This is an optimization exercise on Yosys and OpenROAD, whose aim is small area, a short achievable clock period and few clock cycles per item, not a production implementation. Function was checked by simulation only, so behaviour that the tests miss may differ from the original. Power figures rest on the tool's default switching activity, not on a simulated workload.

== the baseline ==
## section_rva_to_file_offset
module section_rva_to_file_offset (
   input  wire logic                                 clock,
   input  wire logic                                 reset,
   input  wire logic                                 start,
   output logic                                      busy,
   input  wire logic                                 req_op,
   input  wire logic [srtfo_pkg::IndexWidth-1:0]     req_entry_index,
   input  wire logic [srtfo_pkg::DataWidth-1:0]      req_entry_start,
   input  wire logic [srtfo_pkg::DataWidth-1:0]      req_entry_raw_size,
   input  wire logic [srtfo_pkg::DataWidth-1:0]      req_entry_raw_offset,
   input  wire logic [srtfo_pkg::DataWidth-1:0]      req_rel_address,
   output logic                                      rsp_strobe,
   output logic                                      rsp_found,
   output logic [srtfo_pkg::DataWidth-1:0]           rsp_file_offset,
   output logic [srtfo_pkg::DataWidth-1:0]           rsp_virtual_address,
   input  wire logic                                 csr_valid,
   output logic                                      csr_ready,
   input  wire logic [srtfo_pkg::CsrIdxWidth-1:0]    csr_index,
   input  wire logic [srtfo_pkg::DataWidth-1:0]      csr_data
);
clock: 5.0 ns
lec_check: 0
abc_area: 1
cap_margin: 20
core_margin: 2
core_utilization: 60
cts_cluster_diameter: 90
cts_cluster_size: 25
setup_slack_margin: 1.8
slew_margin: 20
synth_hierarchical: 1
run.sh (not shown) runs the stock make flow with config.mk's settings and CLKGATE_MAP_FILE= SYNTH_SCRIPT=/design/flow/synth_recipe.tcl, a recipe that flattens the netlist after the stock synthesis.
Testbench counts of the baseline, summed over its fixed seeds: cycles 7,352, items 6,717.
#### Input delta (the candidate over the baseline)
- a change of SETUP_SLACK_MARGIN from 1.8 to 1.65
### Flow results
Peak supply drop in the candidate vs the baseline: down 3.8%
The higher number of global-route vias before repair of the candidate and the baseline is in the baseline.
The candidate: global-route usage is 1.0 points lower than what the baseline reported.

========
== v6 ==
The RTL this note starts from:
==> flow/design.v <==
`default_nettype none
package srtfo_pkg;
   localparam int MaxSections = 16;
   localparam int IndexWidth  = 4;
   localparam int CountWidth  = 5;
   localparam int DataWidth   = 32;
   localparam int CsrIdxWidth = 4;
   typedef enum logic {
      OP_WRITE     = 1'b0,
      OP_TRANSLATE = 1'b1
   } op_type;
   typedef enum logic [CsrIdxWidth-1:0] {
      CSR_ENTRY_COUNT = 4'd0,
      CSR_IMAGE_BASE  = 4'd1
   } csr_index_type;
endpackage
`default_nettype wire
`default_nettype none
import srtfo_pkg::*;
module srtfo_compare (
   input  wire logic [srtfo_pkg::DataWidth-1:0]                            addr,
   input  wire logic [srtfo_pkg::MaxSections-1:0]                          active,
   input  wire logic [srtfo_pkg::MaxSections-1:0][srtfo_pkg::DataWidth-1:0] startn,
   input  wire logic [srtfo_pkg::MaxSections-1:0][srtfo_pkg::DataWidth-1:0] lastn,
   output logic [srtfo_pkg::MaxSections-1:0]                               hit
);
   localparam int GroupBits = 8;
   localparam int Groups    = DataWidth / GroupBits;
   function automatic logic geq(input logic [DataWidth-1:0] a, input logic [DataWidth-1:0] b);
      logic [Groups-1:0] gt, ge;
      logic              r0, r1;
      for (int n = 0; n < Groups; n++) begin
         r0 = 1'b0;
         r1 = 1'b1;
         for (int j = 0; j < GroupBits; j++) begin
            r0 = (a[GroupBits*n+j] & ~b[GroupBits*n+j]) | ((a[GroupBits*n+j] | ~b[GroupBits*n+j]) & r0);
            r1 = (a[GroupBits*n+j] & ~b[GroupBits*n+j]) | ((a[GroupBits*n+j] | ~b[GroupBits*n+j]) & r1);
         end
         gt[n] = r0;
         ge[n] = r1;
      end
      for (int w = 1; w < Groups; w = w * 2) begin
         for (int k = 0; k < Groups; k = k + 2 * w) begin
            gt[k] = gt[k+w] | (ge[k+w] & gt[k]);
            ge[k] = gt[k+w] | (ge[k+w] & ge[k]);
         end
      end
      geq = ge[0];
   endfunction
   always_comb begin
      for (int i = 0; i < MaxSections; i++)
         hit[i] = active[i] && geq(addr, ~startn[i]) && geq(~lastn[i], addr);
   end
endmodule
module srtfo_select #(
   parameter int Width = 8
) (
   input  wire logic [srtfo_pkg::MaxSections-1:0]            hit,
   input  wire logic [srtfo_pkg::MaxSections-1:0][Width-1:0] bias,
   input  wire logic [Width-1:0]                             addr,
   output logic                                              found,
   output logic [Width-1:0]                                  sel,
   output logic [Width-1:0]                                  p
);
   logic [MaxSections-1:0]            f;
   logic [MaxSections-1:0][Width-1:0] v;
   always_comb begin
      f = hit;
      for (int i = 0; i < MaxSections; i++)
         v[i] = bias[i] & {Width{hit[i]}};
      for (int d = 1; d < MaxSections; d = d * 2) begin
         for (int k = 0; k < MaxSections; k = k + 2 * d) begin
            v[k] = f[k] ? v[k] : v[k+d];
            f[k] = f[k] | f[k+d];
         end
      end
      sel   = v[0];
      found = f[0];
      p     = (addr & {Width{f[0]}}) ^ v[0];
   end
endmodule
module srtfo_pg_sum (
   input  wire logic [srtfo_pkg::DataWidth-1:0] g,
   input  wire logic [srtfo_pkg::DataWidth-1:0] p,
   output logic [srtfo_pkg::DataWidth-1:0]      sum
);
   logic [DataWidth-1:0] gg, pp, gn, pn;
   always_comb begin
      gg = g;
      pp = p;
      for (int d = 1; d < DataWidth; d = d * 2) begin
         gn = gg;
         pn = pp;
         for (int i = d; i < DataWidth; i++) begin
            gn[i] = gg[i] | (pp[i] & gg[i-d]);
            pn[i] = pp[i] & pp[i-d];
         end
         gg = gn;
         pp = pn;
      end
      sum = p ^ {gg[DataWidth-2:0], 1'b0};
   end
endmodule
module section_rva_to_file_offset (
   input  wire logic                                 clock,
   input  wire logic                                 reset,
   input  wire logic                                 start,
   output logic                                      busy,
   input  wire logic                                 req_op,
   input  wire logic [srtfo_pkg::IndexWidth-1:0]     req_entry_index,
   input  wire logic [srtfo_pkg::DataWidth-1:0]      req_entry_start,
   input  wire logic [srtfo_pkg::DataWidth-1:0]      req_entry_raw_size,
   input  wire logic [srtfo_pkg::DataWidth-1:0]      req_entry_raw_offset,
   input  wire logic [srtfo_pkg::DataWidth-1:0]      req_rel_address,
   output logic                                      rsp_strobe,
   output logic                                      rsp_found,
   output logic [srtfo_pkg::DataWidth-1:0]           rsp_file_offset,
   output logic [srtfo_pkg::DataWidth-1:0]           rsp_virtual_address,
   input  wire logic                                 csr_valid,
   output logic                                      csr_ready,
   input  wire logic [srtfo_pkg::CsrIdxWidth-1:0]    csr_index,
   input  wire logic [srtfo_pkg::DataWidth-1:0]      csr_data
);
   function automatic logic [DataWidth-1:0] add_bk(input logic [DataWidth-1:0] a,
                                                   input logic [DataWidth-1:0] b);
      logic [DataWidth-1:0] g, p, gg, pp;
      g  = a & b;
      p  = a ^ b;
      gg = g;
      pp = p;
      for (int d = 1; d < DataWidth; d = d * 2) begin
         for (int i = 2 * d - 1; i < DataWidth; i = i + 2 * d) begin
            gg[i] = gg[i] | (pp[i] & gg[i-d]);
            pp[i] = pp[i] & pp[i-d];
         end
      end
      for (int d = DataWidth / 4; d >= 1; d = d / 2) begin
         for (int i = 3 * d - 1; i < DataWidth; i = i + 2 * d) begin
            gg[i] = gg[i] | (pp[i] & gg[i-d]);
            pp[i] = pp[i] & pp[i-d];
         end
      end
      add_bk = p ^ {gg[DataWidth-2:0], 1'b0};
   endfunction
   logic                    accept;
   logic [CountWidth-1:0]   count_ff;
   logic [DataWidth-1:0]    base_ff;
   logic [MaxSections-1:0][DataWidth-1:0] startn_ff;
   logic [MaxSections-1:0][DataWidth-1:0] endn_ff;
   logic [MaxSections-1:0][DataWidth-1:0] bias_ff;
   logic [DataWidth-1:0]    startn_in, endn_in, bias_in;
   logic [MaxSections-1:0]  tbl_we;
   logic [MaxSections-1:0]  active;
   localparam int SliceWidth = 8;
   logic [MaxSections-1:0]  hit;
   logic [DataWidth/SliceWidth-1:0] slice_found;
   logic [DataWidth-1:0]    lk_p;
   logic [DataWidth/SliceWidth-1:0][MaxSections-1:0][SliceWidth-1:0] bias_slice;
   logic [DataWidth-1:0]    lk_sel;
   logic                    out_strobe_ff;
   logic                    out_found_ff;
   logic [DataWidth-1:0]    out_g_ff;
   logic [DataWidth-1:0]    out_p_ff;
   logic [DataWidth-1:0]    out_va_ff;
   assign busy      = 1'b0;
   assign csr_ready = 1'b1;
   assign accept    = start;
   always_ff @(posedge clock) begin
      if (reset) begin
         count_ff <= '0;
         base_ff  <= '0;
      end else if (csr_valid) begin
         if (csr_index == CSR_ENTRY_COUNT) count_ff <= csr_data[CountWidth-1:0];
         if (csr_index == CSR_IMAGE_BASE)  base_ff  <= csr_data;
      end
   end
   assign startn_in = ~{req_entry_start[DataWidth-1:1],
                        req_entry_start[0] | (req_entry_start == '0)};
   assign endn_in   = ~(req_entry_start + req_entry_raw_size);
   assign bias_in   = req_entry_raw_offset - req_entry_start;
   always_comb begin
      for (int i = 0; i < MaxSections; i++)
         tbl_we[i] = accept && (req_op == 1'b0) && (req_entry_index == IndexWidth'(i));
   end
   always_ff @(posedge clock) begin
      for (int i = 0; i < MaxSections; i++) begin
         if (tbl_we[i]) begin
            startn_ff[i] <= startn_in;
            endn_ff[i]   <= endn_in;
            bias_ff[i]   <= bias_in;
         end
      end
   end
   always_comb begin
      for (int i = 0; i < MaxSections; i++)
         active[i] = (CountWidth'(i) < count_ff);
   end
   srtfo_compare u_compare (
      .addr   (req_rel_address),
      .active (active),
      .startn (startn_ff),
      .lastn  (endn_ff),
      .hit    (hit)
   );
   for (genvar j = 0; j < DataWidth / SliceWidth; j++) begin : g_slice
      for (genvar i = 0; i < MaxSections; i++) begin : g_slot
         assign bias_slice[j][i] = bias_ff[i][j*SliceWidth +: SliceWidth];
      end
   end
   for (genvar j = 0; j < DataWidth / SliceWidth; j++) begin : g_sel
      srtfo_select #(.Width(SliceWidth)) u_select (
         .hit  (hit),
         .bias  (bias_slice[j]),
         .addr  (req_rel_address[j*SliceWidth +: SliceWidth]),
         .found (slice_found[j]),
         .sel   (lk_sel[j*SliceWidth +: SliceWidth]),
         .p     (lk_p[j*SliceWidth +: SliceWidth])
      );
   end
   always_ff @(posedge clock) begin
      if (reset) out_strobe_ff <= 1'b0;
      else       out_strobe_ff <= accept && (req_op == 1'b1);
   end
   always_ff @(posedge clock) begin
      out_found_ff <= slice_found[0];
      out_g_ff     <= req_rel_address & lk_sel;
      out_p_ff     <= lk_p;
      out_va_ff    <= add_bk(base_ff, req_rel_address);
   end
   srtfo_pg_sum u_sum (
      .g   (out_g_ff),
      .p   (out_p_ff),
      .sum (rsp_file_offset)
   );
   assign rsp_strobe          = out_strobe_ff;
   assign rsp_found           = out_found_ff;
   assign rsp_virtual_address = out_va_ff;
endmodule
`default_nettype wire
Settings: LEC_CHECK=0, ABC_AREA=1, CAP_MARGIN=20, CORE_MARGIN=2, CORE_UTILIZATION=60, CTS_CLUSTER_DIAMETER=90, CTS_CLUSTER_SIZE=25, SETUP_SLACK_MARGIN=1.8, SLEW_MARGIN=20, SYNTH_HIERARCHICAL=1; clock period 5.0 ns.
Looking at the reports, v6 completed the entire flow and the layout it produced met the timing, DRC and antenna checks.
Testbench counts of v6, summed over its fixed seeds: cycles 7,352, items 6,717.
For v7, these inputs were changed with respect to v6:
# v6
export LEC_CHECK = 0
export ABC_AREA = 1
export CAP_MARGIN = 20
export CORE_MARGIN = 2
export CORE_UTILIZATION = 60
export CTS_CLUSTER_DIAMETER = 90
export CTS_CLUSTER_SIZE = 25
export SETUP_SLACK_MARGIN = 1.8
export SLEW_MARGIN = 20
export SYNTH_HIERARCHICAL = 1
create_clock -name core_clock -period 5.0 [get_ports {clock}]
# v7
export LEC_CHECK = 0
export ABC_AREA = 1
export CAP_MARGIN = 20
export CORE_MARGIN = 2
export CORE_UTILIZATION = 60
export CTS_CLUSTER_DIAMETER = 100
export CTS_CLUSTER_SIZE = 30
export SETUP_SLACK_MARGIN = 1.5
export SLEW_MARGIN = 20
export SYNTH_HIERARCHICAL = 1
create_clock -name core_clock -period 5.0 [get_ports {clock}]
==> comparison <==
- In the metrics for v7 and v6, the one carrying the higher clock skew is v7.
- Going from v6 to v7, overall fraction of global-route tracks in use shows a reduction of 0.30 points; clock slew seen by the registers of the worst setup and hold paths went up 0.02 ns; clock power went down; cell area -about 6%; total power fell by about 5%.
- v7 vs v6 on final clock period utilization by the worst path: v7 is the higher one.
- Route | v7 vs v6 | wire shorter in v7
- Compared to v6, v7 shows a narrower setup margin.
- For the non-clock buffer instance count of the final layout, v7 came in 16% lower than v6 did.
- Launch point of the worst path: req_rel_address[9] -> v7, req_rel_address[1] -> v6

[what the ideal ports hide]
How much do the figures lean on ideal ports? The routed layouts below were timed once more, with nothing changed but the port constraints. Step 1: set_driving_cell puts a clkbuf_16 on clock and a buf_2 on each other input, an assumption about the parent block. Step 2 moves the port delays by t, midway between the first and last clock arrival at a register: inputs arrive t later, outputs are due t later. That takes back most of the time a late clock gives input paths. a / b / c = no drivers / after step 1 / after step 2; a / b = the first two.
run | t (ns) | setup WS [ns] | worst setup path at the end | clock arrival spread, ns | slew at the worst register clock pin (ns)
the baseline | 0.818 | 1.631 / 1.364 / 0.547 | input to register | 0.048 / 0.049 | 0.11 / 0.11
the candidate | 0.801 | 1.643 / 1.480 / 0.679 | input to register | 0.048 / 0.048 | 0.11 / 0.11
v6 | 0.828 | 1.687 / 1.488 / 0.660 | input to register | 0.040 / 0.040 | 0.11 / 0.11
v7 | 0.795 | 1.492 / 1.494 / 0.705 | input to register | 0.064 / 0.064 | 0.12 / 0.12
After both steps setup and hold are still met in every run listed. The setup slack of the baseline, which loses most, moves by -0.267 ns with the drivers and by -1.084 ns with both steps.
